From an optimization exercise on the open Yosys and OpenROAD flow, aimed at small area and few clock cycles; shortcuts taken in it are not production practice. Only simulation tests tie the RTL to the original design; equivalence was not proved.

==> flow/design.v <==
package riscv_pkg;
	localparam int xlen    = 32;
	localparam int depth   = 4;                           
	localparam int iq_w    = 12 + 3 + 5 + xlen;           
endpackage
module op_queue #(
	parameter int width = riscv_pkg::iq_w
) (
	input  logic             clk,
	input  logic             rst_n,
	input  logic             push,
	input  logic [width-1:0] push_data,
	input  logic             pop,
	output logic [width-1:0] head,
	output logic             not_empty,
	output logic             empty_nx      
);
	logic [width-1:0] mem [4];
	logic [1:0]       rd_ptr;
	logic [2:0]       count;
	logic [1:0]       wr_ptr;
	logic [2:0]       count_nx;
	assign wr_ptr    = rd_ptr + count[1:0];
	assign head      = mem[rd_ptr];
	assign not_empty = (count != 3'd0);
	assign count_nx  = count + {2'b0, push} - {2'b0, pop};
	assign empty_nx  = (count_nx == 3'd0);
	always_ff @(posedge clk) begin
		if (push)
			mem[wr_ptr] <= push_data;
	end
	always_ff @(posedge clk or negedge rst_n) begin
		if (!rst_n) begin
			rd_ptr <= '0;
			count  <= '0;
		end else begin
			if (pop)
				rd_ptr <= rd_ptr + 2'd1;
			count <= count_nx;
		end
	end
endmodule
module r_type_alu (
	input  logic [31:0] a,          
	input  logic [31:0] b,          
	input  logic [2:0]  f3,         
	input  logic        i30,        
	input  logic        i25,        
	input  logic        is_i,       
	output logic [31:0] d
);
	logic        inv;
	logic [31:0] bb;
	logic [31:0] p;
	logic [31:0] g;
	logic [31:0] gg;
	logic [31:0] pp;
	logic [32:0] c;
	logic [31:0] sum;
	logic        lt;
	logic        ltu;
	logic        left;
	logic        fill;
	logic [31:0] sh [6];
	logic [31:0] shr;
	logic [31:0] shl;
	logic        legal;
	logic        s_add, s_sll, s_slt, s_sltu, s_xor, s_shr, s_or, s_and;
	assign inv = ~f3[2] & (f3[1] | (i30 & ~is_i));
	assign bb  = b ^ {32{inv}};
	assign p   = a ^ bb;
	assign g   = a & bb;
	always_comb begin
		gg    = g;
		pp    = p;
		gg[0] = g[0] | (p[0] & inv);
		for (int l = 0; l < 5; l++)
			for (int i = 0; i < 32; i++)
				if (((i + 1) % (1 << (l + 1))) == 0) begin
					gg[i] = gg[i] | (pp[i] & gg[i - (1 << l)]);
					pp[i] = pp[i] & pp[i - (1 << l)];
				end
		for (int l = 3; l >= 0; l--)
			for (int i = 0; i < 32; i++)
				if ((((i + 1) % (1 << (l + 1))) == (1 << l)) && (i >= (1 << (l + 1)))) begin
					gg[i] = gg[i] | (pp[i] & gg[i - (1 << l)]);
					pp[i] = pp[i] & pp[i - (1 << l)];
				end
	end
	assign c   = {gg, inv};
	assign sum = p ^ c[31:0];
	assign ltu = ~c[32];
	assign lt  = (a[31] ^ b[31]) ? a[31] : sum[31];
	assign left = ~f3[2];
	assign fill = i30 & a[31] & ~left;
	always_comb begin
		for (int k = 0; k < 32; k++)
			sh[0][k] = left ? a[31-k] : a[k];
		for (int s = 0; s < 5; s++)
			for (int k = 0; k < 32; k++)
				sh[s+1][k] = b[s] ? ((k + (1 << s) < 32) ? sh[s][k + (1 << s)] : fill) : sh[s][k];
		for (int k = 0; k < 32; k++)
			shl[k] = sh[5][31-k];
	end
	assign shr = sh[5];
	assign legal = is_i ? ~((f3 == 3'b001) & i30)
		: (~i25 & (~i30 | (f3 == 3'b000) | (f3 == 3'b101)));
	assign s_add  = legal & (f3 == 3'b000);
	assign s_sll  = legal & (f3 == 3'b001);
	assign s_slt  = legal & (f3 == 3'b010);
	assign s_sltu = legal & (f3 == 3'b011);
	assign s_xor  = legal & (f3 == 3'b100);
	assign s_shr  = legal & (f3 == 3'b101);
	assign s_or   = legal & (f3 == 3'b110);
	assign s_and  = legal & (f3 == 3'b111);
	assign d = ({32{s_add}} & sum) | ({32{s_sll}} & shl) | ({32{s_shr}} & shr)
		| ({32{s_xor}} & p) | ({32{s_or}} & (p | g)) | ({32{s_and}} & g)
		| {31'b0, (s_slt & lt) | (s_sltu & ltu)};
endmodule
module i_type_alu (
	input  logic [63:0]                 op,     
	output logic [riscv_pkg::iq_w-1:0] packed_op
);
	assign packed_op = {op[63:52], op[46:44], op[43:39], op[31:0]};
endmodule
module wb_arbiter (
	input  logic clk,
	input  logic rst_n,
	input  logic acc_r,         
	input  logic acc_i,         
	input  logic i_queued,      
	input  logic i_empty_nx,    
	output logic take_i,        
	output logic push_i,        
	output logic pop_i,         
	output logic r_credit,
	output logic i_credit,
	output logic wb_valid
);
	logic [2:0] owe_r;          
	logic [2:0] owe_r_acc;
	assign take_i   = ~acc_r & (acc_i | i_queued);
	assign pop_i    = ~acc_r & i_queued;
	assign push_i   = acc_i & (acc_r | i_queued);
	assign wb_valid = acc_r | take_i;
	assign i_credit  = take_i;
	assign owe_r_acc = owe_r + {2'b0, acc_r};
	assign r_credit  = (owe_r_acc != 3'd0) & (i_empty_nx | take_i);
	always_ff @(posedge clk or negedge rst_n) begin
		if (!rst_n)
			owe_r <= '0;
		else
			owe_r <= owe_r_acc - {2'b0, r_credit};
	end
endmodule
module exec_cluster (
	input  logic        clk,
	input  logic        rst_n,
	input  logic        r_valid,
	input  logic [95:0] r_op,
	output logic        r_credit,
	input  logic        i_valid,
	input  logic [63:0] i_op,
	output logic        i_credit,
	output logic        wb_valid,
	output logic [36:0] wb
);
	logic                       acc_r;
	logic                       acc_i;
	logic [riscv_pkg::iq_w-1:0] i_new;
	logic [riscv_pkg::iq_w-1:0] i_head;
	logic [riscv_pkg::iq_w-1:0] i_sel;
	logic                       i_queued;
	logic                       i_empty_nx;
	logic                       take_i;
	logic                       push_i;
	logic                       pop_i;
	logic [31:0]                a;
	logic [31:0]                b;
	logic [2:0]                 f3;
	logic                       i30;
	logic                       i25;
	logic [4:0]                 rd;
	logic [31:0]                d;
	logic                       wb_now;
	assign acc_r = r_valid & rst_n;
	assign acc_i = i_valid & rst_n;
	i_type_alu u_i_fields (
		.op        (i_op),
		.packed_op (i_new)
	);
	op_queue u_i_queue (
		.clk       (clk),
		.rst_n     (rst_n),
		.push      (push_i),
		.push_data (i_new),
		.pop       (pop_i),
		.head      (i_head),
		.not_empty (i_queued),
		.empty_nx  (i_empty_nx)
	);
	wb_arbiter u_arbiter (
		.clk        (clk),
		.rst_n      (rst_n),
		.acc_r      (acc_r),
		.acc_i      (acc_i),
		.i_queued   (i_queued),
		.i_empty_nx (i_empty_nx),
		.take_i     (take_i),
		.push_i     (push_i),
		.pop_i      (pop_i),
		.r_credit   (r_credit),
		.i_credit   (i_credit),
		.wb_valid   (wb_now)
	);
	assign i_sel = i_queued ? i_head : i_new;
	always_comb begin
		if (acc_r) begin
			a   = r_op[63:32];
			b   = r_op[31:0];
			f3  = r_op[78:76];
			i30 = r_op[94];
			i25 = r_op[89];
			rd  = r_op[75:71];
		end else begin
			a   = i_sel[31:0];
			b   = {{20{i_sel[51]}}, i_sel[51:40]};
			f3  = i_sel[39:37];
			i30 = i_sel[50];
			i25 = 1'b0;
			rd  = i_sel[36:32];
		end
	end
	r_type_alu u_alu (
		.a    (a),
		.b    (b),
		.f3   (f3),
		.i30  (i30),
		.i25  (i25),
		.is_i (~acc_r),
		.d    (d)
	);
	always_ff @(posedge clk or negedge rst_n) begin
		if (!rst_n)
			wb_valid <= 1'b0;
		else
			wb_valid <= wb_now;
	end
	always_ff @(posedge clk) begin
		wb <= {rd, d};
	end
endmodule
==> flow/config.mk <==
export PLATFORM = sky130hd
export DESIGN_NAME = exec_cluster
export DESIGN_NICKNAME = exec_cluster
export VERILOG_FILES = /design/flow/design.v
export SDC_FILE = /design/flow/constraint.sdc
export NUM_CORES = 4
export LEC_CHECK = 0
export ABC_AREA = 1
export CAP_MARGIN = 20
export CORE_MARGIN = 2
export CORE_UTILIZATION = 50
export SLEW_MARGIN = 20
==> flow/constraint.sdc <==
create_clock -name core_clock -period 6.0 [get_ports {clk}]
set_input_delay 1.2000 -clock core_clock [delete_from_list [all_inputs] [get_ports {clk}]]
set_output_delay 1.2000 -clock core_clock [all_outputs]
set_load 0.01 [all_outputs]
standard.sh (not shown) runs the stock make flow with config.mk's settings and CLKGATE_MAP_FILE= SYNTH_SCRIPT=/design/flow/synth_recipe.tcl, a recipe that flattens the netlist after the stock synthesis.
==> flow/flow/run.sh <==
#!/bin/bash
# Standard ORFS layout, with plain minimum-size buffers on the ports
# instead of the delay cells buffer_ports picks by default.
cp standard.sh standard_copy.txt
export BUFFER_PORTS_ARGS="-buffer_cell sky130_fd_sc_hd__buf_1"
bash standard.sh > standard.log 2>&1
Testbench counts at the start, summed over its fixed seeds: cycles 3,864.
Edit:
--- a/flow/design.v
+++ b/flow/design.v
@@ -48,5 +48,7 @@
 	input  logic        i25,        
 	input  logic        is_i,       
-	output logic [31:0] d
+	output logic [31:0] d,          
+	output logic        fast,       
+	output logic [31:0] d_fast      
 );
 	logic        inv;
@@ -114,7 +116,8 @@
 	assign s_or   = legal & (f3 == 3'b110);
 	assign s_and  = legal & (f3 == 3'b111);
-	assign d = ({32{s_add}} & sum) | ({32{s_sll}} & shl) | ({32{s_shr}} & shr)
-		| ({32{s_xor}} & p) | ({32{s_or}} & (p | g)) | ({32{s_and}} & g)
-		| {31'b0, (s_slt & lt) | (s_sltu & ltu)};
+	assign fast   = ~legal | f3[2] | (f3[1:0] == 2'b01);
+	assign d_fast = ({32{s_sll}} & shl) | ({32{s_shr}} & shr)
+		| ({32{s_xor}} & p) | ({32{s_or}} & (p | g)) | ({32{s_and}} & g);
+	assign d      = d_fast | ({32{s_add}} & sum) | {31'b0, (s_slt & lt) | (s_sltu & ltu)};
 endmodule
 module i_type_alu (
@@ -184,4 +187,9 @@
 	logic [31:0]                d;
 	logic                       wb_now;
+	logic                       fast;
+	logic [31:0]                d_fast;
+	logic                       now_out;
+	logic                       held;
+	logic [36:0]                held_wb;
 	assign acc_r = r_valid & rst_n;
 	assign acc_i = i_valid & rst_n;
@@ -239,14 +247,19 @@
 		.i25  (i25),
 		.is_i (~acc_r),
-		.d    (d)
-	);
+		.d    (d),
+		.fast (fast),
+		.d_fast (d_fast)
+	);
+	assign now_out = wb_now & fast & ~held;
+	assign wb_valid = held | now_out;
+	assign wb       = held ? held_wb : {rd, d_fast};
 	always_ff @(posedge clk or negedge rst_n) begin
 		if (!rst_n)
-			wb_valid <= 1'b0;
+			held <= 1'b0;
 		else
-			wb_valid <= wb_now;
+			held <= wb_now & ~now_out;
 	end
 	always_ff @(posedge clk) begin
-		wb <= {rd, d};
-	end
-endmodule
+		held_wb <= {rd, d};
+	end
+endmodule
After rerunning: The new run passed the timing, DRC and antenna checks. Critical path depth is lower by 11. Wire length increases by about a fifth. Clock-buffer cell count shrinks by 10. Cell area increases by a little under a tenth. Via count came out higher by roughly a tenth. First-iteration DRC count rose by a quarter to a third.
Testbench counts after the change, summed over its fixed seeds: cycles 3,451.

[static timing again, ports no longer ideal]
The flow's constraints put no driver on any port. The routed layouts listed below were extracted and timed again, unchanged, in two steps. Step 1, drivers: a clkbuf_16 drives clk and a buf_2 each remaining input, both assumed. Step 2 adds t to the input delays and takes it off the output delays; t is the mean of the earliest and latest rising clock arrival at the registers after step 1. Input paths then give back, and output paths get back, about the clock's delay inside the block. a / b / c = ideal ports / drivers / drivers and shift; a / b = the first two.
run	t (ns)	setup WS [ns]	latest minus earliest clock arrival (ns)	worst slew at a driven data input, ns
the first run	0.615	0.477 / 0.504 / -0.110	0.026 / 0.025	0.09
the second run	0.633	0.184 / 0.127 / 0.142	0.022 / 0.023	0.08
Met with ideal ports but missed after step 2: setup timing in the first run. For the first run, which loses most, drivers alone change the setup slack by +0.027 ns; drivers and shift together by -0.587 ns.
